This is an optimization exercise on Yosys and OpenROAD, whose aim is small area, not a production implementation. In this exercise RTL edits were held to simulation tests only and were not proved equivalent to the original. Power and IR drop assume default switching activity.

==> flow/design.v <==
package icache_ctrl_mb_pkg;
    localparam logic [5:0] REG_ENABLE    = 6'h00;
    localparam logic [5:0] REG_FLUSH     = 6'h01;
    localparam logic [5:0] REG_SEL_FLUSH = 6'h02;
    localparam logic [5:0] REG_STATUS    = 6'h03;
    localparam logic [5:0] REG_CLEAR     = 6'h04;
    localparam logic [5:0] REG_CNT_EN    = 6'h05;
    localparam logic [1:0] REG_HIT_PAGE   = 2'b01;
    localparam logic [1:0] REG_TRANS_PAGE = 2'b10;
    localparam logic [31:0] BADD_DATA = 32'hBADD_A555;
    typedef enum logic [2:0] {
        IDLE,
        WAIT_BYP,
        WAIT_FL,
        WAIT_SEL,
        DONE
    } state_e;
endpackage
module icache_stat_cnt_bank #(
    parameter int NB_CORES  = 8,
    parameter int CNT_WIDTH = 16
) (
    input  logic                 clk_i,
    input  logic                 clear,
    input  logic                 enable,
    input  logic [NB_CORES-1:0]  hit_evt,
    input  logic [NB_CORES-1:0]  trans_evt,
    input  logic [3:0]           rd_sel,      
    output logic [CNT_WIDTH-1:0] rd_data
);
    localparam int N = 2 * NB_CORES;
    logic [CNT_WIDTH-1:0] cnt [N];
    logic [N-1:0]         evt;
    assign evt = {trans_evt, hit_evt};
    for (genvar c = 0; c < N; c++) begin : g_cnt
        logic [CNT_WIDTH:0]   t;
        logic [CNT_WIDTH-1:0] d;
        assign t[0] = enable & evt[c];
        for (genvar i = 0; i < CNT_WIDTH; i++) begin : g_bit
            assign t[i+1] = t[i] & cnt[c][i];
            assign d[i]   = ~clear & ((cnt[c][i] ^ t[i]) | t[CNT_WIDTH]);
        end
        always_ff @(posedge clk_i) begin
            cnt[c] <= d;
        end
    end
    assign rd_data = cnt[rd_sel];
endmodule
module icache_ctrl_unit_mb #(
    parameter int NB_BANKS  = 8,
    parameter int NB_CORES  = 8,
    parameter int ID_WIDTH  = 9,
    parameter int CNT_WIDTH = 16
) (
    input  logic                  clk_i,
    input  logic                  rst_ni,
    input  logic                  bus_req_i,
    input  logic [31:0]           bus_add_i,
    input  logic                  bus_wen_i,
    input  logic [31:0]           bus_wdata_i,
    input  logic [3:0]            bus_be_i,
    input  logic [ID_WIDTH-1:0]   bus_id_i,
    output logic                  bus_gnt_o,
    output logic                  bus_r_valid_o,
    output logic                  bus_r_opc_o,
    output logic [ID_WIDTH-1:0]   bus_r_id_o,
    output logic [31:0]           bus_r_rdata_o,
    output logic [NB_BANKS-1:0]   bypass_req_o,
    input  logic [NB_BANKS-1:0]   bypass_ack_i,
    output logic [NB_BANKS-1:0]   flush_req_o,
    input  logic [NB_BANKS-1:0]   flush_ack_i,
    output logic                  sel_flush_req_o,
    output logic [31:0]           sel_flush_addr_o,
    input  logic                  sel_flush_ack_i,
    input  logic [NB_CORES-1:0]   hit_evt_i,
    input  logic [NB_CORES-1:0]   trans_evt_i,
    output logic [2:0]            state_dbg
);
    logic [2:0]           state;
    logic                 cnt_en;
    logic                 r_valid_q;
    logic                 r_opc_q;
    logic                 r_bad_q;
    logic [ID_WIDTH-1:0]  r_id_q;
    logic [15:0]          r_lo_q;
    logic [15:0]          lo_d;
    logic [CNT_WIDTH-1:0] cnt_rdata;
    logic [5:0]           idx;
    logic                 idle, w_byp, w_fl, w_sel, done;
    logic                 wr, rd;
    logic                 wr_en, wr_fl, wr_sel, wr_clr, wr_cen, wr_hs;
    logic                 cnt_page, rd_en, rd_stat, rd_cen, bad;
    logic                 byp_match, fl_done;
    logic [NB_BANKS-1:0]  fl_next;
    logic                 clear_cnt;
    logic                 unused_bits;
    assign idx   = bus_add_i[7:2];
    assign idle  = ~(state[2] | state[1] | state[0]);
    assign w_byp = state[0] & ~state[1];
    assign w_fl  = state[1] & ~state[0];
    assign w_sel = state[1] & state[0];
    assign done  = state[2];
    assign wr     = idle & bus_req_i & ~bus_wen_i;
    assign rd     = idle & bus_wen_i;
    assign wr_en  = wr & (idx == 6'h00);
    assign wr_fl  = wr & (idx == 6'h01);
    assign wr_sel = wr & (idx == 6'h02);
    assign wr_clr = wr & (idx == 6'h04);
    assign wr_cen = wr & (idx == 6'h05);
    assign wr_hs  = wr_en | wr_fl | wr_sel;
    assign byp_match = (bypass_ack_i == bypass_req_o);
    assign fl_next   = flush_req_o & ~flush_ack_i;
    assign fl_done   = (fl_next == '0);
    assign cnt_page = (idx[5] ^ idx[4]) & ~idx[3];
    assign rd_en    = (idx == 6'h00);
    assign rd_stat  = (idx == 6'h03);
    assign rd_cen   = (idx == 6'h05);
    assign bad      = ~(cnt_page | rd_en | rd_stat | rd_cen);
    always_comb begin
        lo_d = 16'h0;
        if (rd) begin
            if (cnt_page)     lo_d = 16'(cnt_rdata);
            else if (rd_en)   lo_d = {8'h0, ~bypass_req_o};
            else if (rd_stat) lo_d = {8'h0, ~bypass_ack_i};
            else if (rd_cen)  lo_d = 16'(cnt_en);
            else              lo_d = 16'hA555;
        end
    end
    assign clear_cnt   = wr_clr | ~rst_ni;
    assign unused_bits = ^{bus_be_i, bus_add_i[31:8], bus_add_i[1:0]};
    assign bus_gnt_o       = idle & bus_req_i;
    assign bus_r_valid_o   = r_valid_q;
    assign bus_r_opc_o     = r_opc_q;
    assign bus_r_id_o      = r_id_q;
    assign bus_r_rdata_o   = {r_bad_q ? 16'hBADD : 16'h0, r_lo_q};
    assign sel_flush_req_o = w_sel;
    assign state_dbg       = state;
    always_ff @(posedge clk_i or negedge rst_ni) begin
        if (!rst_ni) begin
            state        <= 3'd0;
            bypass_req_o <= '1;
            flush_req_o  <= '0;
            cnt_en       <= 1'b0;
            r_valid_q    <= 1'b0;
        end else begin
            state[2]  <= (w_byp & byp_match) | (w_fl & fl_done) | (w_sel & sel_flush_ack_i);
            state[1]  <= (wr_fl | wr_sel) | (w_fl & ~fl_done) | (w_sel & ~sel_flush_ack_i);
            state[0]  <= (wr_en | wr_sel) | (w_byp & ~byp_match) | (w_sel & ~sel_flush_ack_i);
            r_valid_q <= (idle & bus_req_i & ~wr_hs) | (w_byp & byp_match) | (w_fl & fl_done)
                       | (w_sel & sel_flush_ack_i);
            if (wr_en) bypass_req_o <= ~bus_wdata_i[NB_BANKS-1:0];
            flush_req_o <= wr_fl ? bus_wdata_i[NB_BANKS-1:0] : fl_next;
            if (wr_cen) cnt_en <= bus_wdata_i[0];
        end
    end
    always_ff @(posedge clk_i) begin
        r_opc_q <= wr & ~(wr_hs | wr_clr | wr_cen);
        r_bad_q <= rd & bad;
        r_lo_q  <= lo_d;
        if (idle) r_id_q <= bus_id_i;
        if (!w_sel) sel_flush_addr_o <= bus_wdata_i;
    end
    icache_stat_cnt_bank #(
        .NB_CORES  (NB_CORES),
        .CNT_WIDTH (CNT_WIDTH)
    ) u_cnt (
        .clk_i     (clk_i),
        .clear     (clear_cnt),
        .enable    (cnt_en),
        .hit_evt   (hit_evt_i),
        .trans_evt (trans_evt_i),
        .rd_sel    ({idx[5], idx[2:0]}),
        .rd_data   (cnt_rdata)
    );
endmodule
==> flow/run.sh <==
#!/bin/bash
# synth_recipe.tcl (not shown) runs the flow's synth.tcl, then flattens the netlist and writes it again
# the make line also repeats each setting of config.mk as NAME=value (left out here)
make -C /OpenROAD-flow-scripts/flow DESIGN_CONFIG=/design/flow/config.mk WORK_HOME=/design/flow/orfs CLKGATE_MAP_FILE= SYNTH_SCRIPT=/design/flow/synth_recipe.tcl finish
==> flow/config.mk <==
export PLATFORM = sky130hd
export DESIGN_NAME = icache_ctrl_unit_mb
export DESIGN_NICKNAME = icache_ctrl_unit_mb
export VERILOG_FILES = /design/flow/design.v
export SDC_FILE = /design/flow/constraint.sdc
export NUM_CORES = 4
export LEC_CHECK = 0
export ABC_AREA = 1
export CAP_MARGIN = 20
export CORE_MARGIN = 2
export CORE_UTILIZATION = 40
export CTS_BUF_LIST = sky130_fd_sc_hd__clkbuf_2
export SLEW_MARGIN = 20
==> flow/constraint.sdc <==
create_clock -name core_clock -period 6.0 [get_ports {clk_i}]
set_input_delay 1.2000 -clock core_clock [delete_from_list [all_inputs] [get_ports {clk_i}]]
set_output_delay 1.2000 -clock core_clock [all_outputs]
set_load 0.01 [all_outputs]
==> impl_summary.log, run 1 <==
[metrics] crit end category: flip-flop
[metrics] Rel. slew slack: 0.335
[metrics] vertical die dimension: 207 um
[metrics] via density per instance: 5.05
[metrics] clock latency reported for the late side of the worst-skew pair: 1.01 ns
[metrics] synthesis warning total: 3
[metrics] largest net degree at the start of global routing: 122
[metrics] synthesized-area fraction occupied by adder cells: 0.183
[metrics] flop and latch count out of synthesis: 336
[metrics] number of nets still failing antenna checks after routing: 0
[metrics] utilization after layout: 0.470
[metrics] final clock skew: 0.0863 ns
[metrics] number of flops mapped to enable cells by yosys: 41
[metrics] full die area: 42,900 um2
[metrics] achievable clock frequency: 214 MHz
[metrics] total negative slack: 0 ns
[metrics] basic-gate share of the synthesized area counting and, or, nand and nor cells: 0.223
[metrics] final critical-path required period: 4.68 ns
[metrics] detailed-placement wirelength estimate: 35,600 um
[metrics] drt wl/cell: 17.6 um
[metrics] via count of the first global-routing pass: 13,400
[metrics] number of cells on the worst hold path: 2
[metrics] result of the run: finished clean
[metrics] detailed router's first-iteration violation count: 954
[metrics] antenna violations before repair: 1
[metrics] commonest cells after routing, fill and taps aside: nand2_1 (385), nor2_1 (376), dfxtp_1 (274)
[metrics] final clock period utilization by the worst path: 0.780
[metrics] synthesized-area fraction occupied by ao, oa, aoi and oai cells: 0.0862
[metrics] class of the most critical setup path: flip-flop to flip-flop
[metrics] Worst IR Drop VDD: 0.122 mV
[metrics] TritonRoute pass-1 iters: 7
[metrics] PnR Total Power: 4.48 mW
[metrics] leading cell type in the layout, fill and taps excluded: nand2_1
[metrics] global-route wire length before repair: 74,700 um
[metrics] largest fanout on the critical path: 16
[metrics] category of the worst setup path launch point: flip-flop
[metrics] distinct cell type count of the synthesized netlist: 30
[metrics] number of max-cap violations: 0
[metrics] setup repair after global routing missed its margin: no
[metrics] Async S/R FF share, synth: 0.0625
[metrics] crit path DAT: 5.51 ns
[metrics] area added between synthesis and finish: 16.1%
[metrics] clock tree from TritonCTS: yes
[metrics] number of input and output port buffers inserted: 174
[metrics] Final nets: 2,506
[metrics] effective utilization at floorplan: 0.405
[metrics] slew at the pin closest to its max-slew limit: 0.996 ns
[metrics] Core Region: 40,700 um2
[metrics] number of cell instances on the worst register-to-register path: 20
[metrics] Max Slew Vio Count: 0
[metrics] ports placed on the boundary: 210
[metrics] average footprint of a synthesized cell: 8.19 um2
[metrics] multiplexer share of the synthesized area: 0
[metrics] routability cong.: 0.886
[metrics] leftover overflow at the end of global routing: 0
[metrics] final setup violation count: 0
[metrics] CTS H-tree depth: 3
[metrics] number of standard cells after synthesis: 2,012
[metrics] Num CTS Buffers: 90
[metrics] Chip Width: 207 um
[metrics] P_leak: 9.70 nW
[metrics] Seq/Total Area, Yosys: 0.440
[metrics] number of sinks on the clock net: 336
[metrics] number of placement rows: 74
[metrics] Overall Global Routing Usage: 0.222
[metrics] combinational family with the most area after synthesis: simple AND/OR/NAND/NOR gates
[metrics] residual DRC count: 0
[metrics] # hold bufs at CTS: 0
[metrics] parity-gate share of the synthesized area counting xor and xnor cells: 0.00425
[metrics] Clk pin slew, worst setup/hold paths: 0.10 ns
[metrics] Post-synth top flop: dfxtp_1
[metrics] fraction of layout instances using a drive strength above 1: 0.0869
[metrics] post-synth design cell area: 16,500 um2
[metrics] worst endpoint required time: 6.83 ns
[metrics] type of the most critical hold path: flip-flop to flip-flop
[metrics] quantity of gates resized following cts: 0
[metrics] via count of the routed design: 13,900
[metrics] number of setup buffers added after CTS: 0
[metrics] total detailed-routing wirelength: 48,600 um
[metrics] clock root buffer master: clkbuf_2
[metrics] Clock Tree Buf Depth: 3
[metrics] Final Hold Viols: 0
[metrics] total power density per cell area: 234 nW/um2
[registers in the layout (all words and copies together) (netlist names)]
signal,flops
u_cnt.cnt,256
r_id_q,9
r_bad_q,1
sel_flush_addr_o,32
r_lo_q,16
flush_req_o,8
cnt_en,1
bypass_req_o,8
state,3
r_valid_q,1
r_opc_q,1
[cell usage after synthesis (8+ instances only)]
cell type | number | area, um2
buf_2 | 26 | 130
buf_4 | 46 | 345
inv_1 | 78 | 293
buf_1 | 11 | 41.3
nand2_1 | 386 | 1450
dfstp_2 | 8 | 210
a21oi_1 | 242 | 1210
o21ai_0 | 20 | 100
dfxtp_1 | 274 | 5490
clkbuf_1 | 61 | 229
nor2_2 | 10 | 62.6
ha_1 | 241 | 3020
dfrtp_1 | 13 | 325
edfxtp_1 | 41 | 1230
nor2_1 | 381 | 1430
nand3_1 | 132 | 661
[metrics by stage]
| stage | setup WS (ns) | std cells | cell area, um2 | hold WS [ns] |
|---|---|---|---|---|
| finish | 1.32 | 2755 | 19100 | 0.527 |
| global route | 1.07 | 2755 | 19100 | 0.543 |
| CTS | 1.32 | 2754 | 19100 | 0.485 |
| detailed placement | 0.486 | 2591 | 18300 | 0.514 |
| global placement | 0.565 | 2591 | 18300 | 0.511 |
| floorplan | 1.24 | 2016 | 16500 | 0.493 |
[critical path, stage by stage (launching register included)]
cell and delay, ns:
dfrtp_1 0.57, buf_4 0.31, nand2_1 0.08, inv_1 0.06, ha_1 0.21, ha_1 0.20
ha_1 0.20, ha_1 0.20, ha_1 0.20, ha_1 0.20, ha_1 0.20, ha_1 0.20
ha_1 0.21, ha_1 0.21, ha_1 0.21, ha_1 0.20, ha_1 0.20, ha_1 0.21
ha_1 0.40, a21oi_1 0.24, nor2_1 0.07
[path summary, 6_finish.rpt]
| kind | startpoint | to | slack, ns |
|---|---|---|---|
| worst max-delay path | cnt_en$_DFFE_PN0P_ | u_cnt.cnt[3][7]$_DFF_P_ | 1.32 |
| worst min-delay path | bypass_req_o[6]$_DFFE_PN1P_ | bypass_req_o[6]$_DFFE_PN1P_ | 0.53 |
| worst max register to register | cnt_en$_DFFE_PN0P_ | u_cnt.cnt[3][7]$_DFF_P_ | 1.32 |
| worst min register to register | bypass_req_o[6]$_DFFE_PN1P_ | bypass_req_o[6]$_DFFE_PN1P_ | 0.53 |
| max in group asynchronous | rst_ni | bypass_req_o[4]$_DFFE_PN1P_ | 5.09 |
| min in group asynchronous | rst_ni | flush_req_o[7]$_DFF_PN0_ | 0.58 |
[final cells by class]
| cell class | count | area, um2 |
|---|---|---|
| diodes | 1 | 2.50 |
| inverters | 81 | 304 |
| clock buffers | 141 | 706 |
| repair buffers | 187 | 1860 |
| flip-flops and latches | 336 | 7250 |
| fillers | 4111 | 21600 |
| well taps | 532 | 666 |
| multi-input cells | 1455 | 8230 |
| clock inverters | 22 | 114 |
[kinds of logic (layout without fill, tap and decap cells)]
group           Yosys count  in the layout
compound gates          280            280
xor+xnor                  8              8
fa+ha+maj               241            241
buf+inv                 225            431
flops                   336            336
other cells               1              6
simple gates            921            921
[report_power, final]
part           leakage (nW)  internal, mW  switching [mW]
registers              2.90          2.35          0.0414
logic                  6.15         0.208           0.253
clock network         0.644         0.661           0.968
total                  9.70          3.22            1.26
[metal layers]
metal | global-route usage | vias up | share of wire
met5 | 0 | - | 0
met4 | 0.0936 | 0 | 0.034
met3 | 0.0491 | 103 | 0.067
met2 | 0.363 | 455 | 0.46
met1 | 0.282 | 6432 | 0.44
li1 | - | 6936 | -
==> inputs of run 2 (changes only) <==
--- a/flow/config.mk
+++ b/flow/config.mk
@@ -10,4 +10,3 @@
 export CORE_MARGIN = 2
 export CORE_UTILIZATION = 40
-export CTS_BUF_LIST = sky130_fd_sc_hd__clkbuf_2
 export SLEW_MARGIN = 20
==> impl_summary.log, run 2 <==
[metrics] result of the run: finished clean (unchanged)
[metrics] utilization after layout: 0.484 (was 0.470)
[metrics] largest fanout on the critical path: 16 (unchanged)
[metrics] CTS H-tree depth: 2 (was 3)
[metrics] via density per instance: 5.07 (was 5.05)
[metrics] distinct cell type count of the synthesized netlist: 30 (unchanged)
[metrics] ranking of synthesized cells by instance count: nand2_1 (386), nor2_1 (381), dfxtp_1 (274) (unchanged)
[metrics] clock root buffer master: clkbuf_16 (was clkbuf_2)
[metrics] number of antenna repair diodes: 0 (was 1)
[metrics] Worst IR Drop VDD: 0.215 mV (was 0.122 mV)
[metrics] synthesis warning total: 3 (unchanged)
[metrics] endpoint of the lowest-slack register-to-register path: u_cnt.cnt[11][1]$_DFF_P_ (was u_cnt.cnt[3][7]$_DFF_P_)
[metrics] largest registers: u_cnt.cnt x256, sel_flush_addr_o x32, r_lo_q x16 (unchanged)
[metrics] number of flops mapped to enable cells by yosys: 41 (unchanged)
[metrics] largest net degree at the start of global routing: 122 (unchanged)
[metrics] crit path DAT: 5.42 ns (was 5.51 ns)
[metrics] number of non-filler instances in the completed layout: 2,663 (was 2,755)
[metrics] number of nets still failing antenna checks after routing: 0 (unchanged)
[metrics] multiplexer share of the synthesized area: 0 (unchanged)
[metrics] PnR Total Power: 5.41 mW (was 4.48 mW)
[metrics] Core Region: 40,700 um2 (unchanged)
[metrics] commonest cells after routing, fill and taps aside: nand2_1 (385), nor2_1 (376), dfxtp_1 (274) (unchanged)
[metrics] synthesized-area fraction occupied by ao, oa, aoi and oai cells: 0.0862 (unchanged)
[metrics] Final Hold Viols: 0 (unchanged)
[metrics] synthesized-area fraction occupied by adder cells: 0.183 (unchanged)
[metrics] top cell family by delay on the critical path: adder cells (unchanged)
[metrics] launch point of the worst path: trans_evt_i[0] (was cnt_en$_DFFE_PN0P_)
[metrics] routability cong.: 0.886 (unchanged)
[metrics] leftover overflow at the end of global routing: 0 (unchanged)
[metrics] register bank with the most flops: u_cnt.cnt (unchanged)
[metrics] type of the most critical hold path: flip-flop to flip-flop (unchanged)
[metrics] achievable clock frequency: 200 MHz (was 214 MHz)
[metrics] Crit. path cell count: 20 (unchanged)
[metrics] number of cell instances on the worst register-to-register path: 20 (unchanged)
[metrics] Num CTS Buffers: 40 (was 90)
[metrics] TritonRoute pass-1 iters: 5 (was 7)
[metrics] number of placement rows: 74 (unchanged)
[metrics] Placed Cells incl. Taps: 2,591 (unchanged)
[metrics] effective utilization at floorplan: 0.405 (unchanged)
[metrics] endpoint of the worst setup timing path: u_cnt.cnt[8][11]$_DFF_P_ (was u_cnt.cnt[3][7]$_DFF_P_)
[metrics] top cells by area, synth: dfxtp_1 (33%), ha_1 (18%), nand2_1 (8.8%) (unchanged)
[metrics] library cell occupying the most area in the post-synthesis netlist: dfxtp_1 (unchanged)
[metrics] parity-gate share of the synthesized area counting xor and xnor cells: 0.00425 (unchanged)
[metrics] Max Slew Vio Count: 0 (unchanged)
[metrics] CP bufs+invs: 2 (unchanged)
[metrics] final setup violation count: 0 (unchanged)
[metrics] dominant cell by count in the synthesized netlist: nand2_1 (unchanged)
[metrics] number of max-cap violations: 0 (unchanged)
[metrics] total negative slack: 0 ns (unchanged)
[metrics] Clock Tree Buf Depth: 3 (unchanged)
[metrics] final clock period utilization by the worst path: 0.832 (was 0.780)
[metrics] area added between synthesis and finish: 19.6% (was 16.1%)
[metrics] Clk pin slew, worst setup/hold paths: 0.06 ns (was 0.10 ns)
[metrics] basic-gate share of the synthesized area counting and, or, nand and nor cells: 0.223 (unchanged)
[metrics] clock tree from TritonCTS: yes (unchanged)
[metrics] cell-by-cell trace of the critical path: clkdlybuf4s50_1 > nand2_1 > inv_1 > ha_1 > ha_1 > ha_1 > ha_1 > ha_1 > ha_1 > ha_1 > ha_1 > ha_1 > ha_1 > ha_1 > ha_1 > ha_1 > ha_1 > ha_1 > a21oi_1 > nor2_1 (was buf_4 > nand2_1 > inv_1 > ha_1 > ha_1 > ha_1 > ha_1 > ha_1 > ha_1 > ha_1 > ha_1 > ha_1 > ha_1 > ha_1 > ha_1 > ha_1 > ha_1 > ha_1 > a21oi_1 > nor2_1)
[metrics] number of sinks on the clock net: 336 (unchanged)
[metrics] Post-synth top flop: dfxtp_1 (unchanged)
[metrics] vertical die dimension: 207 um (unchanged)
[metrics] via count of the routed design: 13,500 (was 13,900)
[metrics] via count of the first global-routing pass: 12,900 (was 13,400)
[metrics] Final nets: 2,456 (was 2,506)
[metrics] category of the worst setup path launch point: primary input (was flip-flop)
[metrics] flip-flop count of the largest register, all copies and words added: 256 (unchanged)
[metrics] fill cell total of the finished layout: 3,981 (was 4,111)
[metrics] leading cell type in the layout, fill and taps excluded: nand2_1 (unchanged)
[metrics] crit end category: flip-flop (unchanged)
[metrics] final clock skew: 0.0261 ns (was 0.0863 ns)
[metrics] Overall Global Routing Usage: 0.219 (was 0.222)
[metrics] # hold bufs at CTS: 0 (unchanged)
[metrics] Chip Width: 207 um (unchanged)
[metrics] setup repair after global routing missed its margin: no (unchanged)
[metrics] Worst Hold Margin: 0.519 ns (was 0.527 ns)
[metrics] antenna violations before repair: 0 (was 1)
[metrics] fraction of layout instances using a drive strength above 1: 0.0497 (was 0.0869)
[metrics] detailed router's first-iteration violation count: 1,058 (was 954)
[metrics] class of the most critical setup path: primary input to flip-flop (was flip-flop to flip-flop)
[metrics] flop and latch count out of synthesis: 336 (unchanged)
[metrics] worst endpoint required time: 6.43 ns (was 6.83 ns)
[metrics] combinational family with the most area after synthesis: simple AND/OR/NAND/NOR gates (unchanged)
[metrics] Async S/R FF share, synth: 0.0625 (unchanged)
[metrics] drt wl/cell: 18.0 um (was 17.6 um)
[metrics] quantity of gates resized following cts: 0 (unchanged)
[metrics] total power density per cell area: 274 nW/um2 (was 234 nW/um2)
[metrics] ports placed on the boundary: 210 (unchanged)
[metrics] number of standard cells after synthesis: 2,012 (unchanged)
[metrics] clock latency reported for the late side of the worst-skew pair: 0.56 ns (was 1.01 ns)
[metrics] total detailed-routing wirelength: 48,100 um (was 48,600 um)
[metrics] Rel. slew slack: 0.333 (was 0.335)
[metrics] number of input and output port buffers inserted: 174 (unchanged)
[metrics] worst flop-to-flop path startpoint: cnt_en$_DFFE_PN0P_ (unchanged)
[metrics] P_leak: 9.74 nW (was 9.70 nW)
[metrics] global-route wire length before repair: 73,500 um (was 74,700 um)
[metrics] slowest CP cell: ha_1 (was dfrtp_1)
[metrics] average footprint of a synthesized cell: 8.19 um2 (unchanged)
[metrics] Hold Path Origin: bypass_req_o[2]$_DFFE_PN1P_ (was bypass_req_o[6]$_DFFE_PN1P_)
[metrics] area fraction of the dominant cell type after synthesis: 0.333 (unchanged)
[metrics] full die area: 42,900 um2 (unchanged)
[metrics] largest incremental delay on the critical path: 0.44 ns (was 0.57 ns)
[metrics] post-synth design cell area: 16,500 um2 (unchanged)
[metrics] Worst path most repeated cell: ha_1 (unchanged)
[metrics] slack of the worst reg-to-reg path: 1.29 ns (was 1.32 ns)
[metrics] residual DRC count: 0 (unchanged)
[metrics] Seq/Total Area, Yosys: 0.440 (unchanged)
[metrics] number of setup buffers added after CTS: 0 (unchanged)
[metrics] detailed-placement wirelength estimate: 35,600 um (unchanged)
[metrics] slew at the pin closest to its max-slew limit: 1.00 ns (was 0.996 ns)
[metrics] final critical-path required period: 4.99 ns (was 4.68 ns)
run 2: cell counts after synthesis:
Identical to the previous run, type by type.
run 2: metal layers:
metal | global-route usage | vias up | wire length (um)
met3 | 0.0440 | 73 | 3020
met1 | 0.284 | 6234 | 21500
li1 | - | 6777 | -
met5 | 0 | - | 0
met2 | 0.360 | 421 | 22000
met4 | 0.0857 | 0 | 1620
run 2: cell families after synthesis:
kind of cell,count (synthesis)
buffers and inverters,225
xor gates and xnor gates,8
other,1
AOI/OAI and AO/OA,280
adders and majority gates,241
DFF,336
and+or+nand+nor,921
run 2: worst reg2reg max path: stages (launching register included):
cell	delay [ns]
dfrtp_1	0.57
buf_4	0.32
nand2_1	0.09
inv_1	0.04
ha_1	0.19
ha_1	0.20
ha_1	0.20
ha_1	0.20
ha_1	0.21
ha_1	0.20
ha_1	0.21
ha_1	0.21
ha_1	0.20
ha_1	0.20
ha_1	0.21
ha_1	0.20
ha_1	0.21
ha_1	0.22
ha_1	0.43
a21oi_1	0.22
nor2_1	0.07
run 2: through the flow:
step           area, um2  setup slack [ns]
5_1_grt            19700             0.879
3_3_place_gp       18300             0.565
2_1_floorplan      16500              1.24
3_5_place_dp       18300             0.486
4_1_cts            19700              1.07
6_report           19700              1.01
run 2: layout make-up:
cell class                 instances  area, um2  area share
multi-input combinational       1455       8230       0.417
sequential                       336       7250       0.368
timing repair buffer             187       1860      0.0945
clock buffer                      63       1250      0.0634
tap                              532        666      0.0337
inverter                          81        304      0.0154
clock inverter                     9        158     0.00799
run 2: worst min-delay path by stage:
stage                                        endpoint  slack (ns)  cells past startpoint
after floorplan           bypass_req_o[6]$_DFFE_PN1P_        0.49                      2
after global placement    bypass_req_o[6]$_DFFE_PN1P_        0.51                      2
after detailed placement  bypass_req_o[2]$_DFFE_PN1P_        0.51                      2
after CTS                 bypass_req_o[2]$_DFFE_PN1P_        0.52                      2
after global routing      bypass_req_o[6]$_DFFE_PN1P_        0.56                      2
final                     bypass_req_o[2]$_DFFE_PN1P_        0.52                      2
run 2: power breakdown:
group | switching, mW | total [mW] | internal (mW)
clock network | 0.954 | 2.55 | 1.60
logic | 0.253 | 0.460 | 0.208
registers | 0.0416 | 2.40 | 2.36
total | 1.25 | 5.41 | 4.16
==> inputs of run 3 (changes only) <==
--- a/flow/design.v
+++ b/flow/design.v
@@ -23,27 +23,88 @@
     input  logic                 clk_i,
     input  logic                 clear,
+    input  logic                 clear_n,
     input  logic                 enable,
     input  logic [NB_CORES-1:0]  hit_evt,
     input  logic [NB_CORES-1:0]  trans_evt,
-    input  logic [3:0]           rd_sel,      
-    output logic [CNT_WIDTH-1:0] rd_data
+    input  logic [2*NB_CORES-1:0] rd_sel,     
+    input  logic [2*NB_CORES-1:0] rd_sel_n,   
+    output logic [CNT_WIDTH-1:0] rd_x,
+    output logic [CNT_WIDTH-1:0] rd_y
 );
     localparam int N = 2 * NB_CORES;
-    logic [CNT_WIDTH-1:0] cnt [N];
+    logic [CNT_WIDTH-1:0] st [N];
     logic [N-1:0]         evt;
     assign evt = {trans_evt, hit_evt};
     for (genvar c = 0; c < N; c++) begin : g_cnt
-        logic [CNT_WIDTH:0]   t;
+        logic [CNT_WIDTH:0]   cy;    
         logic [CNT_WIDTH-1:0] d;
-        assign t[0] = enable & evt[c];
+        logic                 sat, sat_n;
+        icg_nand2 u_c0 (.a(enable), .b(evt[c]), .y(cy[0]));
         for (genvar i = 0; i < CNT_WIDTH; i++) begin : g_bit
-            assign t[i+1] = t[i] & cnt[c][i];
-            assign d[i]   = ~clear & ((cnt[c][i] ^ t[i]) | t[CNT_WIDTH]);
-        end
+            logic s;
+            if (i % 2 == 0) begin : g_inv
+                icg_nor2  u_t (.a(cy[i]), .b(st[c][i]), .y(cy[i+1]));
+                icg_a21oi u_s (.a1(st[c][i]), .a2(cy[i]), .b1(cy[i+1]), .y(s));
+                icg_o21ai u_d (.a1(s), .a2(sat), .b1(clear_n), .y(d[i]));
+            end else begin : g_true
+                icg_nand2 u_t (.a(st[c][i]), .b(cy[i]), .y(cy[i+1]));
+                icg_o21ai u_s (.a1(st[c][i]), .a2(cy[i]), .b1(cy[i+1]), .y(s));
+                icg_a21oi u_d (.a1(s), .a2(sat_n), .b1(clear), .y(d[i]));
+            end
+        end
+        assign sat_n = cy[CNT_WIDTH];
+        icg_inv u_sat (.a(sat_n), .y(sat));
         always_ff @(posedge clk_i) begin
-            cnt[c] <= d;
-        end
-    end
-    assign rd_data = cnt[rd_sel];
+            st[c] <= d;
+        end
+    end
+    for (genvar i = 0; i < CNT_WIDTH; i++) begin : g_rd
+        if (i % 2 == 0) begin : g_inv
+            logic [7:0] w;
+            for (genvar k = 0; k < 8; k++) begin : g_pair
+                icg_o22ai u_m (.a1(st[2*k][i]), .a2(rd_sel_n[2*k]), .b1(st[2*k+1][i]),
+                               .b2(rd_sel_n[2*k+1]), .y(w[k]));
+            end
+            icg_nor4 u_ga (.a(w[0]), .b(w[1]), .c(w[2]), .d(w[3]), .y(rd_x[i]));
+            icg_nor4 u_gb (.a(w[4]), .b(w[5]), .c(w[6]), .d(w[7]), .y(rd_y[i]));
+        end else begin : g_true
+            logic [5:0] z;
+            for (genvar k = 0; k < 5; k++) begin : g_tri
+                icg_a222oi u_m (.a1(st[3*k][i]), .a2(rd_sel[3*k]), .b1(st[3*k+1][i]),
+                                .b2(rd_sel[3*k+1]), .c1(st[3*k+2][i]), .c2(rd_sel[3*k+2]), .y(z[k]));
+            end
+            icg_nand2 u_m15 (.a(st[15][i]), .b(rd_sel[15]), .y(z[5]));
+            icg_nand3 u_ga (.a(z[0]), .b(z[1]), .c(z[2]), .y(rd_x[i]));
+            icg_nand3 u_gb (.a(z[3]), .b(z[4]), .c(z[5]), .y(rd_y[i]));
+        end
+    end
+endmodule
+module icg_inv (input logic a, output logic y);
+    assign y = ~a;
+endmodule
+module icg_nand2 (input logic a, input logic b, output logic y);
+    assign y = ~(a & b);
+endmodule
+module icg_nor2 (input logic a, input logic b, output logic y);
+    assign y = ~(a | b);
+endmodule
+module icg_nand3 (input logic a, input logic b, input logic c, output logic y);
+    assign y = ~(a & b & c);
+endmodule
+module icg_nor4 (input logic a, input logic b, input logic c, input logic d, output logic y);
+    assign y = ~(a | b | c | d);
+endmodule
+module icg_a21oi (input logic a1, input logic a2, input logic b1, output logic y);
+    assign y = ~((a1 & a2) | b1);
+endmodule
+module icg_o21ai (input logic a1, input logic a2, input logic b1, output logic y);
+    assign y = ~((a1 | a2) & b1);
+endmodule
+module icg_o22ai (input logic a1, input logic a2, input logic b1, input logic b2, output logic y);
+    assign y = ~((a1 | a2) & (b1 | b2));
+endmodule
+module icg_a222oi (input logic a1, input logic a2, input logic b1, input logic b2, input logic c1,
+                   input logic c2, output logic y);
+    assign y = ~((a1 & a2) | (b1 & b2) | (c1 & c2));
 endmodule
 module icache_ctrl_unit_mb #(
@@ -86,4 +147,6 @@
     logic [15:0]          lo_d;
     logic [CNT_WIDTH-1:0] cnt_rdata;
+    logic [CNT_WIDTH-1:0] cnt_rd_x, cnt_rd_y;
+    logic [2*NB_CORES-1:0] cnt_sel;
     logic [5:0]           idx;
     logic                 idle, w_byp, w_fl, w_sel, done;
@@ -93,5 +156,5 @@
     logic                 byp_match, fl_done;
     logic [NB_BANKS-1:0]  fl_next;
-    logic                 clear_cnt;
+    logic                 clear_cnt, clear_cnt_n;
     logic                 unused_bits;
     assign idx   = bus_add_i[7:2];
@@ -117,8 +180,18 @@
     assign rd_cen   = (idx == 6'h05);
     assign bad      = ~(cnt_page | rd_en | rd_stat | rd_cen);
+    for (genvar k = 0; k < 2 * NB_CORES; k++) begin : g_sel
+        assign cnt_sel[k] = rd & cnt_page & ({idx[5], idx[2:0]} == 4'(k));
+    end
+    for (genvar i = 0; i < CNT_WIDTH; i++) begin : g_rdat
+        if (i % 2 == 0) begin : g_even
+            assign cnt_rdata[i] = ~(cnt_rd_x[i] & cnt_rd_y[i]);
+        end else begin : g_odd
+            assign cnt_rdata[i] = cnt_rd_x[i] | cnt_rd_y[i];
+        end
+    end
     always_comb begin
         lo_d = 16'h0;
         if (rd) begin
-            if (cnt_page)     lo_d = 16'(cnt_rdata);
+            if (cnt_page)     lo_d = 16'h0;
             else if (rd_en)   lo_d = {8'h0, ~bypass_req_o};
             else if (rd_stat) lo_d = {8'h0, ~bypass_ack_i};
@@ -128,4 +201,5 @@
     end
     assign clear_cnt   = wr_clr | ~rst_ni;
+    assign clear_cnt_n = ~clear_cnt;
     assign unused_bits = ^{bus_be_i, bus_add_i[31:8], bus_add_i[1:0]};
     assign bus_gnt_o       = idle & bus_req_i;
@@ -157,5 +231,5 @@
         r_opc_q <= wr & ~(wr_hs | wr_clr | wr_cen);
         r_bad_q <= rd & bad;
-        r_lo_q  <= lo_d;
+        r_lo_q  <= lo_d | 16'(cnt_rdata);
         if (idle) r_id_q <= bus_id_i;
         if (!w_sel) sel_flush_addr_o <= bus_wdata_i;
@@ -167,9 +241,12 @@
         .clk_i     (clk_i),
         .clear     (clear_cnt),
+        .clear_n   (clear_cnt_n),
         .enable    (cnt_en),
         .hit_evt   (hit_evt_i),
         .trans_evt (trans_evt_i),
-        .rd_sel    ({idx[5], idx[2:0]}),
-        .rd_data   (cnt_rdata)
+        .rd_sel    (cnt_sel),
+        .rd_sel_n  (~cnt_sel),
+        .rd_x      (cnt_rd_x),
+        .rd_y      (cnt_rd_y)
     );
 endmodule
==> flow/flow/run.sh (new file) <==
#!/bin/bash
# The standard layout (bash standard.sh), with three changes to how it is made:
#  - synthesis maps with an area-only ABC script (flow/abc_area.script: amap, no buffering or
#    upsizing), so the single-gate modules of the RTL map onto single cells;
#  - the port buffers are buf_1 cells;
#  - the clock tree is built from small clock buffers.
# Each step's output goes to a log file of its own in this folder.
set -euo pipefail
here=$(pwd)
rm -rf "$here/scripts_own"
cp -r "$FLOW_HOME/scripts" "$here/scripts_own"
cp "$here/flow/abc_area.script" "$here/scripts_own/abc_area.script"
export SCRIPTS_DIR="$here/scripts_own"
export BUFFER_PORTS_ARGS="-buffer_cell sky130_fd_sc_hd__buf_1"
export CTS_ARGS="-sink_clustering_enable -repair_clock_nets -buf_list sky130_fd_sc_hd__clkbuf_4"
bash standard.sh > "$here/standard_flow.log" 2>&1
==> flow/flow/abc_area.script (new file) <==
strash
dch
amap
topo
stime -c
==> flow/standard.sh (new file) <==
#!/bin/bash
# synth_recipe.tcl (not shown) runs the flow's synth.tcl, then flattens the netlist and writes it again
# the make line also repeats each setting of config.mk as NAME=value (left out here)
make -C /OpenROAD-flow-scripts/flow DESIGN_CONFIG=/design/flow/config.mk WORK_HOME=/design/flow/orfs CLKGATE_MAP_FILE= SYNTH_SCRIPT=/design/flow/synth_recipe.tcl "${@:-finish}"
--- a/flow/config.mk
+++ b/flow/config.mk
@@ -11,2 +11,3 @@
 export CORE_UTILIZATION = 40
 export SLEW_MARGIN = 20
+export SYNTH_HIERARCHICAL = 1
removed: flow/run.sh
==> impl_summary.log, run 3 <==
[metrics] result of the run: finished clean (unchanged)
[metrics] effective utilization at floorplan: 0.409 (was 0.405)
[metrics] ports placed on the boundary: 210 (unchanged)
[metrics] final instance area: 15,300 um2 (was 19,700 um2)
[metrics] area fraction of the dominant cell type after synthesis: 0.423 (was 0.333)
[metrics] register share of total power: 0.508 (was 0.443)
[metrics] final clock period utilization by the worst path: 0.711 (was 0.832)
[metrics] via count of the first global-routing pass: 10,800 (was 12,900)
[metrics] global-route wire length before repair: 59,300 um (was 73,500 um)
[metrics] type of the most critical hold path: primary input to async pin (was flip-flop to flip-flop)
[metrics] number of setup buffers added after CTS: 0 (unchanged)
[metrics] worst endpoint required time: 6.52 ns (was 6.43 ns)
[metrics] Rel. slew slack: 0.310 (was 0.333)
[metrics] area added between synthesis and finish: 17.9% (was 19.6%)
[metrics] via density per instance: 5.50 (was 5.07)
[metrics] crit path DAT: 4.79 ns (was 5.42 ns)
[metrics] full die area: 33,900 um2 (was 42,900 um2)
[metrics] number of sinks on the clock net: 336 (unchanged)
[metrics] Final nets: 1,854 (was 2,456)
[metrics] final setup violation count: 0 (unchanged)
[metrics] vertical die dimension: 184 um (was 207 um)
[metrics] crit end category: flip-flop (unchanged)
[metrics] total negative slack: 0 ns (unchanged)
[metrics] flop and latch count out of synthesis: 336 (unchanged)
[metrics] clock root buffer master: clkbuf_4 (was clkbuf_16)
[metrics] detailed router's first-iteration violation count: 1,075 (was 1,058)
[metrics] total detailed-routing wirelength: 39,500 um (was 48,100 um)
[metrics] clock latency reported for the late side of the worst-skew pair: 0.73 ns (was 0.56 ns)
[metrics] residual DRC count: 0 (unchanged)
[metrics] register bank with the most flops: u_cnt.st (was u_cnt.cnt)
[metrics] power dissipated by switching net loads: 1.10 mW (was 1.25 mW)
[metrics] TritonRoute pass-1 iters: 9 (was 5)
[metrics] number of nets still failing antenna checks after routing: 0 (unchanged)
[metrics] drt wl/cell: 17.9 um (was 18.0 um)
[metrics] fill cell total of the finished layout: 3,170 (was 3,981)
[metrics] top cells by area, synth: dfxtp_1 (42%), o21ai_0 (10%), a21oi_1 (10%) (was dfxtp_1 (33%), ha_1 (18%), nand2_1 (8.8%))
[metrics] setup repair after global routing missed its margin: no (unchanged)
[metrics] antenna violations before repair: 1 (was 0)
[metrics] flip-flop count of the largest register, all copies and words added: 256 (unchanged)
[metrics] commonest cells after routing, fill and taps aside: dfxtp_1 (274), o21ai_0 (265), a21oi_1 (259) (was nand2_1 (385), nor2_1 (376), dfxtp_1 (274))
[metrics] Async S/R FF share, synth: 0.0625 (unchanged)
[metrics] achievable clock frequency: 235 MHz (was 200 MHz)
[metrics] cell internal power dissipation: 3.57 mW (was 4.16 mW)
[metrics] Overall Global Routing Usage: 0.226 (was 0.219)
[metrics] via count of the routed design: 12,100 (was 13,500)
[metrics] # hold bufs at CTS: 0 (unchanged)
[metrics] largest fanout on the critical path: 18 (was 16)
[metrics] PnR Total Power: 4.67 mW (was 5.41 mW)
[metrics] Chip Width: 184 um (was 207 um)
[metrics] synthesis warning total: 10 (was 3)
[metrics] number of standard cells after synthesis: 1,477 (was 2,012)
[metrics] P_leak: 5.15 nW (was 9.74 nW)
[metrics] routability cong.: 0.830 (was 0.886)
[metrics] detailed-placement wirelength estimate: 28,300 um (was 35,600 um)
[metrics] Placed Area: 14,100 um2 (was 18,300 um2)
[metrics] post-synth design cell area: 13,000 um2 (was 16,500 um2)
[metrics] Clk pin slew, worst setup/hold paths: 0.07 ns (was 0.06 ns)
[metrics] number of placement rows: 65 (was 74)
[metrics] final critical-path required period: 4.26 ns (was 4.99 ns)
[metrics] ranking of synthesized cells by instance count: dfxtp_1 (274), o21ai_0 (266), a21oi_1 (259) (was nand2_1 (386), nor2_1 (381), dfxtp_1 (274))
[metrics] Post-synth top flop: dfxtp_1 (unchanged)
[metrics] clock tree from TritonCTS: yes (unchanged)
[metrics] switching portion of total power: 0.236 (was 0.231)
[metrics] dominant cell by count in the synthesized netlist: dfxtp_1 (was nand2_1)
[metrics] average footprint of a synthesized cell: 8.78 um2 (was 8.19 um2)
[metrics] slew at the pin closest to its max-slew limit: 1.02 ns (was 1.00 ns)
[metrics] Combinational Power Share: 0.049 (was 0.085)
[metrics] Num CTS Buffers: 86 (was 40)
[metrics] largest net degree at the start of global routing: 73 (was 122)
[metrics] category of the worst setup path launch point: flip-flop (was primary input)
[metrics] fraction of layout instances using a drive strength above 1: 0.0927 (was 0.0497)
[metrics] number of flops mapped to enable cells by yosys: 41 (unchanged)
[metrics] Seq/Total Area, Yosys: 0.559 (was 0.440)
[metrics] Core Region: 31,700 um2 (was 40,700 um2)
[metrics] class of the most critical setup path: flip-flop to flip-flop (was primary input to flip-flop)
[metrics] library cell occupying the most area in the post-synthesis netlist: dfxtp_1 (unchanged)
[metrics] utilization after layout: 0.482 (was 0.484)
[metrics] number of max-cap violations: 0 (unchanged)
[metrics] clock group share of total power: 0.443 (was 0.472)
[metrics] quantity of gates resized following cts: 0 (unchanged)
[metrics] distinct cell type count of the synthesized netlist: 33 (was 30)
[metrics] Max Slew Vio Count: 0 (unchanged)
[metrics] largest registers: u_cnt.st x256, sel_flush_addr_o x32, r_lo_q x16 (was u_cnt.cnt x256, sel_flush_addr_o x32, r_lo_q x16)
[metrics] Clock Tree Buf Depth: 3 (unchanged)
[metrics] final clock skew: 0.0527 ns (was 0.0261 ns)
[metrics] CTS H-tree depth: 3 (was 2)
[metrics] leading cell type in the layout, fill and taps excluded: dfxtp_1 (was nand2_1)
[metrics] leftover overflow at the end of global routing: 0 (unchanged)
[metrics] total power density per cell area: 305 nW/um2 (was 274 nW/um2)
[metrics] number of input and output port buffers inserted: 174 (unchanged)
[metrics] Worst IR Drop VDD: 0.169 mV (was 0.215 mV)
[metrics] Final Hold Viols: 0 (unchanged)
==> run 3: cell types whose count changed after synthesis, sizes merged, moves of 66 or more <==
cell   previous run  this run
o22ai             6        74
ha              241         1
buf              83        17
nand2           388       170
nand3           132        17
inv              81         0
o21ai            27       266
nor2            391       158
==> run 3: final timing paths <==
| path | start | endpoint | slack (ns) | cells past startpoint |
|---|---|---|---|---|
| max | cnt_en$_DFFE_PN0P_ | u_cnt.st[7][4]$_DFF_P_ | 1.74 | 19 |
| min | rst_ni | flush_req_o[1]$_DFF_PN0_ | 0.45 | 2 |
| max reg2reg | cnt_en$_DFFE_PN0P_ | u_cnt.st[7][4]$_DFF_P_ | 1.74 | 19 |
| min reg2reg | bypass_req_o[2]$_DFFE_PN1P_ | bypass_req_o[2]$_DFFE_PN1P_ | 0.52 | 2 |
| max in group asynchronous | rst_ni | bypass_req_o[2]$_DFFE_PN1P_ | 5.22 | 2 |
| min in group core_clock | bypass_req_o[2]$_DFFE_PN1P_ | bypass_req_o[2]$_DFFE_PN1P_ | 0.52 | 2 |
==> run 3: stage by stage <==
step                      setup WS [ns]  hold WS, ns  instances
after detailed placement           1.40        0.510       2053
after floorplan                  0.0330        0.504       1481
after CTS                          1.65        0.382       2203
after global routing               1.12        0.425       2204
after global placement             1.47        0.503       2053
final                              1.74        0.455       2204
==> run 3: final cells by class <==
type	instances	area, um2	share of cell area
Sequential cell	336	7250	0.474
Multi-Input combinational cell	1067	5400	0.353
Clock buffer	138	1040	0.0677
Timing Repair Buffer	187	751	0.0491
Tap cell	402	503	0.0329
Inverter	61	230	0.0151
Clock inverter	12	125	0.00818
Antenna cell	1	2.50	0.000164
==> run 3: logic make-up after synthesis <==
family,Yosys count,share of synthesized area
compound gates,661,0.284
fa+ha+maj,1,0.000964
buf+inv,78,0.0275
flops,336,0.559
other cells,1,0.000289
simple gates,400,0.128
==> run 3: power by group through the flow <==
stage,Sequential (mW),Combinational (mW),Clock (mW)
6_report,2.37,0.229,2.07
4_1_cts,2.37,0.231,2.12
2_1_floorplan,2.44,0.108,0
5_1_grt,2.38,0.250,2.24
3_3_place_gp,2.42,0.227,0
3_5_place_dp,2.42,0.229,0
==> run 3: modules after synthesis (local to each module, per instance), a selection <==
module	cell area (um2)	cells inside	flops+latches	copies in the design
icg_a222oi	10.0	1	0	40
icg_nand2	3.75	1	0	152
icg_a21oi	5.00	1	0	256
icg_o21ai	5.00	1	0	256
icg_o22ai	6.26	1	0	64
icg_nand3	5.00	1	0	16
icg_nor4	6.26	1	0	16
icg_inv	3.75	1	0	16
icg_nor2	3.75	1	0	128
icache_ctrl_unit_mb	3190	277	80	1
==> run 3: routing by layer <==
layer / global-route usage / routed length, um / vias up
met5: 0 / 0 / -
met4: 0.0806 / 958 / 0
met3: 0.0473 / 2340 / 58
met2: 0.354 / 18300 / 342
met1: 0.310 / 17900 / 5583
li1: - / - / 6129
==> run 3: worst max-delay path: stages, from the launching register on <==
cell and delay (ns):
dfrtp_1 0.99, nand2_1 0.21, nor2_1 0.20, nand2_1 0.12, nor2_1 0.16, nand2_1 0.10
nor2_1 0.21, nand2_1 0.12, nor2_1 0.16, nand2_1 0.10, nor2_1 0.18, nand2_1 0.11
nor2_1 0.17, nand2_1 0.10, nor2_1 0.17, nand2_1 0.11, nor2_1 0.18, nand2_1 0.29
clkinv_1 0.26, o21ai_0 0.12
==> inputs of run 4 (changes only) <==
--- a/flow/design.v
+++ b/flow/design.v
@@ -142,7 +142,7 @@
     logic                 r_valid_q;
     logic                 r_opc_q;
-    logic                 r_bad_q;
     logic [ID_WIDTH-1:0]  r_id_q;
-    logic [15:0]          r_lo_q;
+    logic [31:0]          x_q;
+    logic [31:0]          x_d;
     logic [15:0]          lo_d;
     logic [CNT_WIDTH-1:0] cnt_rdata;
@@ -207,5 +207,6 @@
     assign bus_r_opc_o     = r_opc_q;
     assign bus_r_id_o      = r_id_q;
-    assign bus_r_rdata_o   = {r_bad_q ? 16'hBADD : 16'h0, r_lo_q};
+    assign bus_r_rdata_o   = x_q;
+    assign sel_flush_addr_o = x_q;
     assign sel_flush_req_o = w_sel;
     assign state_dbg       = state;
@@ -228,10 +229,10 @@
         end
     end
+    assign x_d = ({32{wr_sel}} & bus_wdata_i)
+               | {(rd & bad) ? 16'hBADD : 16'h0, lo_d | 16'(cnt_rdata)};
     always_ff @(posedge clk_i) begin
         r_opc_q <= wr & ~(wr_hs | wr_clr | wr_cen);
-        r_bad_q <= rd & bad;
-        r_lo_q  <= lo_d | 16'(cnt_rdata);
         if (idle) r_id_q <= bus_id_i;
-        if (!w_sel) sel_flush_addr_o <= bus_wdata_i;
+        if (!(w_sel && !sel_flush_ack_i)) x_q <= x_d;
     end
     icache_stat_cnt_bank #(
--- a/flow/flow/run.sh
+++ b/flow/flow/run.sh
@@ -13,4 +13,4 @@
 export SCRIPTS_DIR="$here/scripts_own"
 export BUFFER_PORTS_ARGS="-buffer_cell sky130_fd_sc_hd__buf_1"
-export CTS_ARGS="-sink_clustering_enable -repair_clock_nets -buf_list sky130_fd_sc_hd__clkbuf_4"
+export CTS_ARGS="-sink_clustering_enable -repair_clock_nets -dont_use_dummy_load -buf_list sky130_fd_sc_hd__clkbuf_8 -sink_clustering_size 16 -sink_clustering_max_diameter 50"
 bash standard.sh > "$here/standard_flow.log" 2>&1
--- a/flow/config.mk
+++ b/flow/config.mk
@@ -9,5 +9,6 @@
 export CAP_MARGIN = 20
 export CORE_MARGIN = 2
-export CORE_UTILIZATION = 40
+export CORE_UTILIZATION = 60
+export PLACE_DENSITY = 0.72
 export SLEW_MARGIN = 20
 export SYNTH_HIERARCHICAL = 1
==> impl_summary.log, run 4 <==
[metrics] result of the run: finished clean (unchanged)
[metrics] achievable clock frequency: 232 MHz (was 235 MHz)
[metrics] TritonRoute pass-1 iters: 9 (unchanged)
[metrics] detailed router's first-iteration violation count: 1,214 (was 1,075)
[metrics] fraction of layout instances using a drive strength above 1: 0.0333 (was 0.0927)
[metrics] leftover overflow at the end of global routing: 0 (unchanged)
[metrics] setup repair after global routing missed its margin: no (unchanged)
[metrics] cell-by-cell trace of the critical path: nand2_1 > nor2_1 > nand2_1 > nor2_1 > nand2_1 > nor2_1 > nand2_1 > nor2_1 > nand2_1 > nor2_1 > nand2_1 > nor2_1 > nand2_1 > nor2_1 > nand2_1 > nor2_1 > nand2_1 > clkinv_1 > o21ai_0 (unchanged)
[metrics] Core Region: 21,100 um2 (was 31,700 um2)
[metrics] crit end category: flip-flop (unchanged)
[metrics] Async S/R FF share, synth: 0.0658 (was 0.0625)
[metrics] distinct cell type count of the synthesized netlist: 32 (was 33)
[metrics] effective utilization at floorplan: 0.614 (was 0.409)
[metrics] flop and latch count out of synthesis: 319 (was 336)
[metrics] number of placement rows: 53 (was 65)
[metrics] category of the worst setup path launch point: flip-flop (unchanged)
[metrics] Num CTS Buffers: 36 (was 86)
[metrics] Final Hold Viols: 0 (unchanged)
[metrics] # hold bufs at CTS: 0 (unchanged)
[metrics] worst endpoint required time: 6.35 ns (was 6.52 ns)
[metrics] final clock skew: 0.0441 ns (was 0.0527 ns)
[metrics] via count of the first global-routing pass: 10,800 (about the same)
[metrics] final critical-path required period: 4.32 ns (was 4.26 ns)
[metrics] number of sinks on the clock net: 319 (was 336)
[metrics] antenna violations before repair: 0 (was 1)
[metrics] leading cell type in the layout, fill and taps excluded: o21ai_0 (was dfxtp_1)
[metrics] synthesis warning total: 10 (unchanged)
[metrics] largest registers: u_cnt.st x256, x_q x32, r_id_q x9 (was u_cnt.st x256, sel_flush_addr_o x32, r_lo_q x16)
[metrics] dominant cell by count in the synthesized netlist: o21ai_0 (was dfxtp_1)
[metrics] area fraction of the dominant cell type after synthesis: 0.397 (was 0.423)
[metrics] register bank with the most flops: u_cnt.st (unchanged)
[metrics] slew at the pin closest to its max-slew limit: 1.01 ns (was 1.02 ns)
[metrics] final clock period utilization by the worst path: 0.720 (was 0.711)
[metrics] slack of the worst reg-to-reg path: 1.68 ns (was 1.74 ns)
[metrics] via density per instance: 6.13 (was 5.50)
[metrics] ports placed on the boundary: 210 (unchanged)
[metrics] P_leak: 4.69 nW (was 5.15 nW)
[metrics] total negative slack: 0 ns (unchanged)
[metrics] clock tree from TritonCTS: yes (unchanged)
[metrics] Max Slew Vio Count: 0 (unchanged)
[metrics] largest fanout on the critical path: 18 (unchanged)
[metrics] class of the most critical setup path: flip-flop to flip-flop (unchanged)
[metrics] Hold Path Origin: bypass_req_o[7]$_DFFE_PN1P_
[metrics] number of setup buffers added after CTS: 0 (unchanged)
[metrics] number of flops mapped to enable cells by yosys: 41 (unchanged)
[metrics] global-route wire length before repair: 57,000 um (was 59,300 um)
[metrics] type of the most critical hold path: flip-flop to flip-flop (was primary input to async pin)
[metrics] fill cell total of the finished layout: 1,837 (was 3,170)
[metrics] quantity of gates resized following cts: 0 (unchanged)
[metrics] largest incremental delay on the critical path: 0.97 ns (was 0.99 ns)
[metrics] largest net degree at the start of global routing: 129 (was 73)
[metrics] Rel. slew slack: 0.325 (was 0.310)
[metrics] Clk pin slew, worst setup/hold paths: 0.08 ns (was 0.07 ns)
[metrics] total detailed-routing wirelength: 38,200 um (was 39,500 um)
[metrics] number of nets still failing antenna checks after routing: 0 (unchanged)
[metrics] number of max-cap violations: 0 (unchanged)
[metrics] clock root buffer master: clkbuf_8 (was clkbuf_4)
[metrics] Overall Global Routing Usage: 0.326 (was 0.226)
[metrics] commonest cells after routing, fill and taps aside: o21ai_0 (268), a21oi_1 (266), dfxtp_1 (257) (was dfxtp_1 (274), o21ai_0 (265), a21oi_1 (259))
[metrics] Worst path most repeated cell: nand2_1 (unchanged)
[metrics] worst flop-to-flop path startpoint: cnt_en$_DFFE_PN0P_ (unchanged)
[metrics] Seq/Total Area, Yosys: 0.534 (was 0.559)
[metrics] post-synth design cell area: 12,900 um2 (was 13,000 um2)
[metrics] drt wl/cell: 19.2 um (was 17.9 um)
[metrics] vertical die dimension: 151 um (was 184 um)
[metrics] Placed Area: 13,800 um2 (was 14,100 um2)
[metrics] CTS H-tree depth: 2 (was 3)
[metrics] average footprint of a synthesized cell: 8.49 um2 (was 8.78 um2)
[metrics] Worst IR Drop VDD: 0.185 mV (was 0.169 mV)
[metrics] flip-flop count of the largest register, all copies and words added: 256 (unchanged)
[metrics] area of the multi-input gates: 5540 um2 (was 5400 um2)
[metrics] total power density per cell area: 263 nW/um2 (was 305 nW/um2)
[metrics] number of antenna repair diodes: 0 (was 1)
[metrics] utilization after layout: 0.678 (was 0.482)
[metrics] routability cong.: 0.883 (was 0.830)
[metrics] ranking of synthesized cells by instance count: o21ai_0 (268), a21oi_1 (266), dfxtp_1 (257) (was dfxtp_1 (274), o21ai_0 (266), a21oi_1 (259))
[metrics] Clock Tree Buf Depth: 3 (unchanged)
[metrics] launch point of the worst path: cnt_en$_DFFE_PN0P_ (unchanged)
[metrics] via count of the routed design: 12,200 (was 12,100)
[metrics] final instance area: 14,300 um2 (was 15,300 um2)
[metrics] full die area: 22,800 um2 (was 33,900 um2)
[metrics] number of standard cells after synthesis: 1,524 (was 1,477)
[metrics] area added between synthesis and finish: 10.4% (was 17.9%)
[metrics] Post-synth top flop: dfxtp_1 (unchanged)
[metrics] final setup violation count: 0 (unchanged)
[metrics] Chip Width: 151 um (was 184 um)
[metrics] library cell occupying the most area in the post-synthesis netlist: dfxtp_1 (unchanged)
[metrics] slowest CP cell: dfrtp_1 (unchanged)
[metrics] clock latency reported for the late side of the worst-skew pair: 0.55 ns (was 0.73 ns)
[metrics] detailed-placement wirelength estimate: 28,100 um (was 28,300 um)
[metrics] CP bufs+invs: 1 (unchanged)
[metrics] residual DRC count: 0 (unchanged)
[metrics] Final nets: 1,831 (was 1,854)
[metrics] top cells by area, synth: dfxtp_1 (40%), o21ai_0 (10%), a21oi_1 (10%) (was dfxtp_1 (42%), o21ai_0 (10%), a21oi_1 (10%))
[metrics] crit path DAT: 4.67 ns (was 4.79 ns)
[metrics] top cell family by delay on the critical path: simple AND/OR/NAND/NOR gates (unchanged)
[metrics] number of input and output port buffers inserted: 179 (was 174)
[metrics] FF/Latch Area: 6910 um2 (was 7250 um2)
-- run 4: layout make-up --
class,instances,area share
multi-input cells,1100,0.387
clock buffers,36,0.0347
well taps,275,0.0241
repair buffers,187,0.0515
inverters,72,0.0191
flip-flops and latches,319,0.483
-- run 4: cell families after synthesis --
kind of cell    synth area share
flops                      0.534
fa+ha+maj               0.000966
simple gates               0.136
compound gates             0.289
buf+inv                   0.0400
-- run 4: stage by stage --
stage	setup WS [ns]	cells	hold WS (ns)	power [mW]
after global placement	1.50	1953	0.500	2.57
after CTS	1.75	1989	0.528	3.77
after detailed placement	1.41	1953	0.516	2.57
final	1.68	1989	0.528	3.75
after floorplan	0.602	1524	0.512	2.47
after global routing	1.11	1989	0.538	3.90
-- run 4: final timing paths --
kind | cells after the start | to
min in group asynchronous | 2 | flush_req_o[4]$_DFF_PN0_
max in group asynchronous | 2 | bypass_req_o[3]$_DFFE_PN1P_
setup / recovery | 19 | u_cnt.st[3][0]$_DFF_P_
hold / removal | 2 | bypass_req_o[7]$_DFFE_PN1P_
hold reg to reg | 2 | bypass_req_o[7]$_DFFE_PN1P_
setup reg to reg | 19 | u_cnt.st[3][0]$_DFF_P_
-- run 4: Yosys stat by module, one instance, submodules excluded, excerpt --
| module | cells inside | times used |
|---|---|---|
| icg_nor2 | 1 | 128 |
| icg_inv | 1 | 16 |
| icg_o22ai | 1 | 64 |
| icache_ctrl_unit_mb | 324 | 1 |
| icg_a222oi | 1 | 40 |
| icg_a21oi | 1 | 256 |
| icg_nand3 | 1 | 16 |
| icg_nor4 | 1 | 16 |
| icg_o21ai | 1 | 256 |
| icg_nand2 | 1 | 152 |
-- run 4: per-layer routing --
metal | vias to the layer above | GRT usage | wire (um)
li1 | 6001 | - | -
met1 | 5625 | 0.451 | 16400
met2 | 507 | 0.520 | 17100
met3 | 59 | 0.0575 | 3450
met4 | 0 | 0.113 | 1240
met5 | - | 0 | 0
-- run 4: power breakdown --
group	internal, mW	total [mW]	switching, mW	leakage, nW
Combinational	0.0784	0.255	0.176	1.62
Sequential	2.23	2.27	0.0433	2.81
Clock	0.535	1.22	0.688	0.259
-- run 4: worst reg2reg max path: cells and delay by family, from the launching register on --
family	cells	cell delay, ns
AO/OA/AOI/OAI	1	0.11
buffers and inverters	1	0.25
flip-flops	1	0.97
AND/OR/NAND/NOR	17	2.84
==> inputs of run 5 (changes only) <==
--- a/flow/flow/run.sh
+++ b/flow/flow/run.sh
@@ -13,4 +13,4 @@
 export SCRIPTS_DIR="$here/scripts_own"
 export BUFFER_PORTS_ARGS="-buffer_cell sky130_fd_sc_hd__buf_1"
-export CTS_ARGS="-sink_clustering_enable -repair_clock_nets -dont_use_dummy_load -buf_list sky130_fd_sc_hd__clkbuf_8 -sink_clustering_size 16 -sink_clustering_max_diameter 50"
+export CTS_ARGS="-sink_clustering_enable -repair_clock_nets -dont_use_dummy_load -buf_list sky130_fd_sc_hd__clkbuf_4 -sink_clustering_size 10 -sink_clustering_max_diameter 40"
 bash standard.sh > "$here/standard_flow.log" 2>&1
==> impl_summary.log, run 5 <==
[metrics] result of the run: finished clean (unchanged)
[metrics] Core Region: 21,100 um2 (unchanged)
[metrics] Num CTS Buffers: 42 (was 36)
[metrics] number of cell instances on the worst register-to-register path: 19 (unchanged)
[metrics] cell internal power dissipation: 2.63 mW (was 2.85 mW)
[metrics] Chip Width: 151 um (unchanged)
[metrics] # hold bufs at CTS: 0 (unchanged)
[metrics] largest incremental delay on the critical path: 0.98 ns (was 0.97 ns)
[metrics] fraction of layout instances using a drive strength above 1: 0.0366 (was 0.0333)
[metrics] flop and latch count out of synthesis: 319 (unchanged)
[metrics] effective utilization at floorplan: 0.614 (unchanged)
[metrics] number of placement rows: 53 (unchanged)
[metrics] library cell occupying the most area in the post-synthesis netlist: dfxtp_1 (unchanged)
[metrics] detailed-placement wirelength estimate: 28,100 um (unchanged)
[metrics] number of nets still failing antenna checks after routing: 0 (unchanged)
[metrics] fill cell total of the finished layout: 1,852 (was 1,837)
[metrics] total detailed-routing wirelength: 38,400 um (was 38,200 um)
[metrics] Overall Global Routing Usage: 0.327 (was 0.326)
[metrics] crit path DAT: 4.84 ns (was 4.67 ns)
[metrics] achievable clock frequency: 229 MHz (was 232 MHz)
[metrics] P_leak: 4.62 nW (was 4.69 nW)
[metrics] setup repair after global routing missed its margin: no (unchanged)
[metrics] multiplexer share of the synthesized area: 0 (unchanged)
[metrics] power dissipated by switching net loads: 896 uW (was 908 uW)
[metrics] number of flops mapped to enable cells by yosys: 41 (unchanged)
[metrics] clock latency reported for the late side of the worst-skew pair: 0.69 ns (was 0.55 ns)
[metrics] clock tree from TritonCTS: yes (unchanged)
[metrics] synthesized-area fraction occupied by adder cells: 0.000967 (unchanged)
[metrics] FF/Latch Area: 6910 um2 (unchanged)
[metrics] largest net degree at the start of global routing: 129 (unchanged)
[metrics] total negative slack: 0 ns (unchanged)
[metrics] CTS H-tree depth: 2 (unchanged)
[metrics] commonest cells after routing, fill and taps aside: o21ai_0 (268), a21oi_1 (266), dfxtp_1 (257) (unchanged)
[metrics] area fraction of the dominant cell type after synthesis: 0.397 (unchanged)
[metrics] quantity of gates resized following cts: 0 (unchanged)
[metrics] via count of the first global-routing pass: 10,800 (about the same)
[metrics] Placed Area: 13,800 um2 (unchanged)
[metrics] largest fanout on the critical path: 18 (unchanged)
[metrics] register share of total power: 0.645 (was 0.606)
[metrics] drt wl/cell: 19.2 um (about the same)
[metrics] leftover overflow at the end of global routing: 0 (unchanged)
[metrics] basic-gate share of the synthesized area counting and, or, nand and nor cells: 0.136 (unchanged)
[metrics] crit end category: flip-flop (unchanged)
[metrics] Worst Hold Margin: 0.508 ns (was 0.528 ns)
[metrics] combinational family with the most area after synthesis: compound AO/OA/AOI/OAI gates (unchanged)
[metrics] CP bufs+invs: 1 (unchanged)
[metrics] endpoint of the lowest-slack register-to-register path: u_cnt.st[3][2]$_DFF_P_ (was u_cnt.st[3][0]$_DFF_P_)
[metrics] Post-synth top flop: dfxtp_1 (unchanged)
[metrics] dominant cell by count in the synthesized netlist: o21ai_0 (unchanged)
[metrics] register bank with the most flops: u_cnt.st (unchanged)
[metrics] cell-by-cell trace of the critical path: nand2_1 > nor2_1 > nand2_1 > nor2_1 > nand2_1 > nor2_1 > nand2_1 > nor2_1 > nand2_1 > nor2_1 > nand2_1 > nor2_1 > nand2_1 > nor2_1 > nand2_1 > nor2_1 > nand2_1 > clkinv_1 > o21ai_0 (unchanged)
[metrics] slew at the pin closest to its max-slew limit: 1.01 ns (about the same)
[metrics] worst endpoint required time: 6.48 ns (was 6.35 ns)
[metrics] worst flop-to-flop path startpoint: cnt_en$_DFFE_PN0P_ (unchanged)
[metrics] antenna violations before repair: 1 (was 0)
[metrics] number of input and output port buffers inserted: 179 (unchanged)
[metrics] Combinational Power Share: 0.072 (was 0.068)
[metrics] ports placed on the boundary: 210 (unchanged)
[metrics] final clock period utilization by the worst path: 0.727 (was 0.720)
[metrics] class of the most critical setup path: flip-flop to flip-flop (unchanged)
[metrics] Max Slew Vio Count: 0 (unchanged)
[metrics] Rel. slew slack: 0.322 (was 0.325)
[metrics] top cell family by delay on the critical path: simple AND/OR/NAND/NOR gates (unchanged)
[metrics] launch point of the worst path: cnt_en$_DFFE_PN0P_ (unchanged)
[metrics] flip-flop count of the largest register, all copies and words added: 256 (unchanged)
[metrics] type of the most critical hold path: primary input to async pin (was flip-flop to flip-flop)
[metrics] number of standard cells after synthesis: 1,524 (unchanged)
[metrics] ranking of synthesized cells by instance count: o21ai_0 (268), a21oi_1 (266), dfxtp_1 (257) (unchanged)
[metrics] slack of the worst reg-to-reg path: 1.64 ns (was 1.68 ns)
[metrics] area of the multi-input gates: 5540 um2 (unchanged)
==> run 5: cell types whose count changed in the layout (fill, tap and decap cells not counted), sizes merged <==
cell    change
diode       +1
clkbuf      +6
==> run 5: layer usage <==
metal / vias up / wire (um) / share of wire / global-route usage
met5: - / 0 / 0 / 0
met4: 0 / 1470 / 0.038 / 0.130
met3: 82 / 3650 / 0.095 / 0.0605
met2: 543 / 17000 / 0.44 / 0.513
met1: 5615 / 16300 / 0.42 / 0.450
li1: 6006 / - / - / -
==> run 5: cells by family (layout without fill, tap and decap cells) <==
logic type,count (synthesis),after routing
AOI/OAI and AO/OA,673,673
adders and majority gates,1,1
buffers and inverters,105,301
DFF,319,319
other,0,1
and+or+nand+nor,426,426
==> run 5: layout make-up <==
type | instances | share of cell area
Tap cell | 275 | 0.0244
Timing Repair Buffer | 187 | 0.0521
Multi-Input combinational cell | 1100 | 0.392
Clock buffer | 42 | 0.0223
Antenna cell | 1 | 0.000177
Sequential cell | 319 | 0.490
Inverter | 72 | 0.0193
==> run 5: Yosys stat by module, one instance, submodules excluded, excerpt <==
module | times used | area, um2
icg_o21ai | 256 | 5.00
icg_nand2 | 152 | 3.75
icg_a21oi | 256 | 5.00
icg_nor4 | 16 | 6.26
icg_a222oi | 40 | 10.0
icg_nor2 | 128 | 3.75
icache_ctrl_unit_mb | 1 | 3170
icg_inv | 16 | 3.75
icg_o22ai | 64 | 6.26
icg_nand3 | 16 | 5.00
==> run 5: power by group through the flow <==
| stage | Sequential (mW) | Clock [mW] | Combinational (mW) |
|---|---|---|---|
| 3_3_place_gp | 2.32 | 0 | 0.250 |
| 5_1_grt | 2.28 | 1.10 | 0.281 |
| 6_report | 2.27 | 0.998 | 0.255 |
| 2_1_floorplan | 2.33 | 0 | 0.138 |
| 3_5_place_dp | 2.32 | 0 | 0.253 |
| 4_1_cts | 2.27 | 1.01 | 0.254 |
==> run 5: worst min path at each step <==
| stage | start | to | slack (ns) |
|---|---|---|---|
| floorplan | bypass_req_o[3]$_DFFE_PN1P_ | bypass_req_o[3]$_DFFE_PN1P_ | 0.51 |
| global placement | bypass_req_o[4]$_DFFE_PN1P_ | bypass_req_o[4]$_DFFE_PN1P_ | 0.50 |
| detailed placement | bypass_req_o[7]$_DFFE_PN1P_ | bypass_req_o[7]$_DFFE_PN1P_ | 0.52 |
| CTS | rst_ni | flush_req_o[1]$_DFF_PN0_ | 0.48 |
| global route | rst_ni | cnt_en$_DFFE_PN0P_ | 0.51 |
| finish | rst_ni | cnt_en$_DFFE_PN0P_ | 0.51 |
==> run 5: through the flow <==
| step | setup slack [ns] | power [mW] |
|---|---|---|
| 2_1_floorplan | 0.602 | 2.47 |
| 3_5_place_dp | 1.41 | 2.57 |
| 4_1_cts | 1.74 | 3.54 |
| 6_report | 1.64 | 3.53 |
| 5_1_grt | 1.04 | 3.66 |
| 3_3_place_gp | 1.50 | 2.57 |

==> static timing again, ports no longer ideal <==
The flow's constraints put no driver on any port. The routed layouts listed below were extracted and timed again, unchanged, in two steps. Step 1: set_driving_cell puts a clkbuf_16 on clk_i and a buf_2 on each other input, an assumption about the parent block. Step 2 times the ports against the registers' clock, not the clock port: input delays grow and output delays shrink by t, the midpoint of the rising clock arrivals with the driver on. a / b / c = ideal / step 1 / step 2; a / b = the first two.
run | t, ns | setup WS [ns]
run 1 | 1.020 | 1.318 / 1.318 / 0.433
run 2 | 0.601 | 1.008 / 1.042 / 0.441
run 3 | 0.750 | 1.737 / 1.737 / 1.184
run 4 | 0.564 | 1.683 / 1.683 / 1.187
run 5 | 0.699 | 1.638 / 1.638 / 1.173
After both steps setup and hold are still met in every run listed.
